Background: an optimization exercise with open tools, aiming at small area, a short achievable clock period and few clock cycles per item. Do not read the settings as production practice.
Only simulation tests tie the RTL to the original design; equivalence was not proved.

==> flow/design.v, too long to show whole: its modules and the start of the top module <==
// module fp32_round_pack: 66 lines
// module fp32_mul_pipe: 1746 lines
module fp32_mul_pipe #(
  parameter logic [31:0] QNAN = fp32_pkg::QNAN
) (
  input  logic        clk,
  input  logic        rst_n,
  input  logic        in_valid,
  output logic        in_ready,
  input  logic [31:0] A,
  input  logic [31:0] B,
  output logic        out_valid,
  input  logic        out_ready,
  output logic [31:0] result,
  output logic [2:0]  flags
);
  // ...
==> flow/flow/run.sh <==
#!/bin/bash
# The standard layout, with the port buffers that global placement inserts made plain
# buffers (sky130_fd_sc_hd__buf_2) instead of the delay cell that buffer_ports picks.
set -euo pipefail
export BUFFER_PORTS_ARGS="-buffer_cell sky130_fd_sc_hd__buf_2"
bash standard.sh finish > standard_flow.log 2>&1
==> flow/standard.sh <==
#!/bin/bash
# synth_recipe.tcl (not shown) runs the flow's synth.tcl, then flattens the netlist and writes it again
# the make line also repeats each setting of config.mk as NAME=value (left out here)
make -C /OpenROAD-flow-scripts/flow DESIGN_CONFIG=/design/flow/config.mk WORK_HOME=/design/flow/orfs CLKGATE_MAP_FILE= SYNTH_SCRIPT=/design/flow/synth_recipe.tcl "${@:-finish}"
==> flow/config.mk <==
export PLATFORM = sky130hd
export DESIGN_NAME = fp32_mul_pipe
export DESIGN_NICKNAME = fp32_mul_pipe
export VERILOG_FILES = /design/flow/design.v
export SDC_FILE = /design/flow/constraint.sdc
export NUM_CORES = 4
export LEC_CHECK = 0
export ABC_AREA = 1
export CAP_MARGIN = 20
export CORE_MARGIN = 2
export CORE_UTILIZATION = 45
export SETUP_SLACK_MARGIN = 2
export SLEW_MARGIN = 20
==> flow/constraint.sdc <==
create_clock -name core_clock -period 8.0 [get_ports {clk}]
set_input_delay 1.6000 -clock core_clock [delete_from_list [all_inputs] [get_ports {clk}]]
set_output_delay 1.6000 -clock core_clock [all_outputs]
set_load 0.01 [all_outputs]
==> impl_metrics.tcl, run 1 <==
set metrics [dict create \
    status "no timing/DRC/antenna violations" \
    synth_cells 2594 \
    finClkSkew_ps 9.443 \
    synth-simple-area-share_pct 16.89 \
    gp_congestion 0.9397 \
    worstMarginPinSlew_ps 1230 \
    dr_wl_met3_mm 6.347 \
    crit_required_ps 8100 \
    hold_end "sign_q" \
    core_area_mm2 0.04519 \
    die_h_um 217.4 \
    num_rows 78 \
    finalCritPeriodShare_pct 73.72 \
    fin_util_pct 48.41 \
    clk_path_buf_depth 2 \
    netlist_area_mm2 0.02048 \
    inv_count 488 \
    synth_seq_cells 110 \
    n_sequential_cell 110 \
    synth-async-reset-ratio_pct 0.9091 \
    regMostFlops "rq" \
    grt_first_pass_wirelength_mm 105.7 \
    rr_endpoint "rq[81]" \
    cts_buffers 9 \
    wl_per_cell_um 21.50 \
    nNetsFinal 3029 \
    clock_sinks 110 \
    grt_use_met3_pct 5.926 \
    clkCellAreaFrac_pct 1.499 \
    regArea_mm2 0.003298 \
    nonClkBufAreaFrac_pct 3.787 \
    dominant-cell-class "multi-input gates" \
    cpMostUsedCell "fa_1" \
    cp-endpoint "rq[34]" \
]
Testbench counts, summed over its fixed seeds: cycles 8,008, items 8,000.
==> run 2: changes to the inputs <==
--- a/flow/config.mk
+++ b/flow/config.mk
@@ -11,3 +11,4 @@
 export CORE_UTILIZATION = 45
-export SETUP_SLACK_MARGIN = 2
+export SETUP_SLACK_MARGIN = 3
 export SLEW_MARGIN = 20
+export TNS_END_PERCENT = 5
==> impl_metrics.tcl, run 2 <==
set metrics [dict create \
    status "no timing/DRC/antenna violations" \
    crit_arrival_ps 5370 \
    die_h_um 217.4 \
    routed-wl-met2_mm 33.16 \
    synth.top_cell.area_share_pct 24.43 \
    tns_ps 0 \
    ys_seq_area_share_pct 16.10 \
    ant_nets 0 \
    largest_reg_flops 93 \
    clock_sinks 110 \
    dp.final_hpwl_mm 52.77 \
    drt_iter0_markers 2108 \
    core_area_mm2 0.04519 \
    layout-drive-gt1-share_pct 22.78 \
    wl_met1_mm 30.32 \
    end_kind "register" \
    io_buffers 104 \
    ys_types 56 \
    vias 19430 \
    worstMarginPinSlew_ps 1093 \
    synth_commonest_cells "inv_1 (454), nand2_1 (421), xor2_1 (278)" \
    finClkSkew_ps 7.211 \
    cp_slowest_stage_delay_ps 580 \
    wl_per_cell_um 22.51 \
    syn_to_final_growth_pct 19.75 \
    path_cells "buf_2, clkinvlp_4, o21ai_0, xor2_1, fa_1, fa_1, inv_1, fa_1, fa_1" \
    cpMostUsedCell "fa_1" \
    gr-total-overflow 0 \
    biggestRegsByFlops "rq: 93 flops, exp_q: 10 flops, cls_q: 2 flops" \
    synth_area_per_cell_um2 7.897 \
    worstRegToRegCells 2 \
    fmax_mhz 189.7 \
    place_inst 3189 \
    regMostFlops "rq" \
    netlist_area_mm2 0.02048 \
    antenna_cells 0 \
    clk_path_buf_depth 2 \
    final-hold-violation-count 0 \
    dr_wl_met3_mm 7.068 \
    crit_fanout 24 \
    io_pins 105 \
    worstSetupPathType "in -> reg" \
    layout_commonest_cell "inv_1" \
    wirelength_mm 74.86 \
    min_from "out_valid" \
    ys.flop_type "edfxtp_1" \
    synth.area.top_cells "fa_1 (24%), edfxtp_1 (16%), xor2_1 (12%), inv_1 (8.3%), o22ai_1 (8.1%)" \
    drtPass1Iterations 5 \
    synth-edff-count 109 \
    crit_required_ps 8090 \
    synth_fp_nets 3012 \
    nFillCells 4183 \
    instances_no_fill 3326 \
    grt_first_pass_wirelength_mm 113.7 \
    reg2reg_from "out_valid" \
    rsz0062_at_grt "true" \
    antenna_found_initial 0 \
    grt_pass1_vias 19463 \
    hp-class "reg -> reg" \
    synth_cells 2594 \
    nNetsFinal 3139 \
    start_kind "input pin" \
    num_rows 78 \
    viasPerCell 5.842 \
    yosysWarnings 2 \
    htreeDepth 3 \
    cts_buffers 9 \
    maxCapViolations 0 \
    final_cell_mix "inv_1 (423), nand2_1 (309), xor2_1 (277)" \
    synth_seq_cells 110 \
    path_clk_slew_ps 80 \
    grt_max_degree 79 \
    route.detailed.drc 0 \
    hold_buffers 0 \
    cts_tree "yes" \
    die_x_um 217.4 \
    min_path_cells 2 \
    yosysTopAreaCell "fa_1" \
    synth-async-reset-ratio_pct 0.9091 \
    dr.max_layer_used "met4" \
    die_area_mm2 0.04724 \
    ctsRootBufferMaster "clkbuf_16" \
    slew_viol_final 0 \
    cp-startpoint "A[22]" \
    start_util_pct 45.33 \
    finalCritPeriodShare_pct 65.90 \
    cp_slowest_cell "fa_1" \
    min_period_ps 5272 \
    synth.most_common_cell "inv_1" \
    clk_latency_ps 360 \
    finalSetupViolCount 0 \
    max-slew-margin-rel_pct 27.08 \
    gp_congestion 0.9867 \
    grtUsageTotal_pct 31.52 \
]
## run 2: cell counts after synthesis
No cell type changed its count.
## run 2: worst paths after layout
kind,slack [ps],to
max,2730,rq[16]
min,850,out_valid
max reg2reg,5930,rq[81]
min reg2reg,850,out_valid
max in group asynchronous,6910,out_valid
min in group asynchronous,1000,out_valid
## run 2: cell families (layout without fill, tap and decap cells)
group | count (synthesis) | after routing | synth area share [%]
compound gates | 428 | 430 | 12.55
xor+xnor | 285 | 285 | 12.19
fa+ha+maj | 350 | 350 | 30.54
buf+inv | 626 | 751 | 11.59
flops | 110 | 110 | 16.10
mux | 3 | 3 | 0.1466
simple gates | 792 | 797 | 16.89
## run 2: layout make-up
type	count	area, um^2	area share (%)
sequential	110	3298	13.45
timing repair inverter	10	68.82	0.2805
timing repair buffer	237	1655	6.748
tap	600	750.7	3.060
multi-input combinational	1865	16500	67.27
clock inverter	7	107.6	0.4387
inverter	488	1922	7.835
clock buffer	9	225.2	0.9181
## run 2: layer usage
metal / track usage (%) / vias to the layer above
met4: 15.41 / 0
met5: 0 / -
met3: 6.191 / 279
met1: 41.61 / 9414
met2: 49.62 / 1105
li1: - / 8632
## run 2: critical path: cells and delay by family
kind | cells | cell delay [ps]
adders and majority gates | 4 | 2060
buffers and inverters | 3 | 860
AOI/OAI and AO/OA | 1 | 550
xor gates and xnor gates | 1 | 260
## run 2: stage by stage
| step | hold slack (ps) | area, um^2 | util (%) | setup WS (ps) |
|---|---|---|---|---|
| 2_1_floorplan | 1304 | 20570 | - | 2747 |
| 3_5_place_dp | 855.3 | 21490 | 47.56 | 1484 |
| 3_3_place_gp | 840.2 | 21480 | 47.54 | 1502 |
| 6_report | 847.3 | 24530 | 54.29 | 2728 |
| 5_1_grt | 943.4 | 24530 | 54.29 | 2664 |
| 4_1_cts | 873.1 | 23720 | 52.50 | 2834 |
## run 2: repair_timing
| action | 4_1_cts | 5_1_grt |
|---|---|---|
| cloned | 16 | 1 |
| resized for setup | 276 | 171 |
| pin swaps | 92 | 105 |
| setup buffers | 80 | 24 |
| endpoints found under the setup margin | 112 | 82 |

## static timing again, ports no longer ideal
The flow's constraints put no driver on any port. The routed layouts listed below were extracted and timed again, unchanged, in two steps. Step 1 sets driving cells, clkbuf_16 on the clock port and buf_2 on the other inputs (assumed; they add their load-dependent delay and slew). Step 2, shift: input delay + t, output delay - t, t = (earliest + latest rising clock arrival at the registers) / 2. This alone moves slack from input paths to output paths. Slacks: no drivers / after step 1 / after step 2; pairs: no drivers / after step 1.
| run | shift t [ns] | setup WS [ns] | hold slack, ns | worst slew at a driven data input, ns |
|---|---|---|---|---|
| run 1 | 0.416 | 2.102 / 2.136 / 1.719 | 0.674 / 0.674 / 0.674 | 0.05 |
| run 2 | 0.405 | 2.728 / 2.749 / 2.346 | 0.847 / 0.847 / 0.847 | 0.05 |
After both steps every run listed still meets setup and hold. For run 1, which loses most, drivers alone change the setup slack by +0.034 ns; drivers and shift together by -0.383 ns.
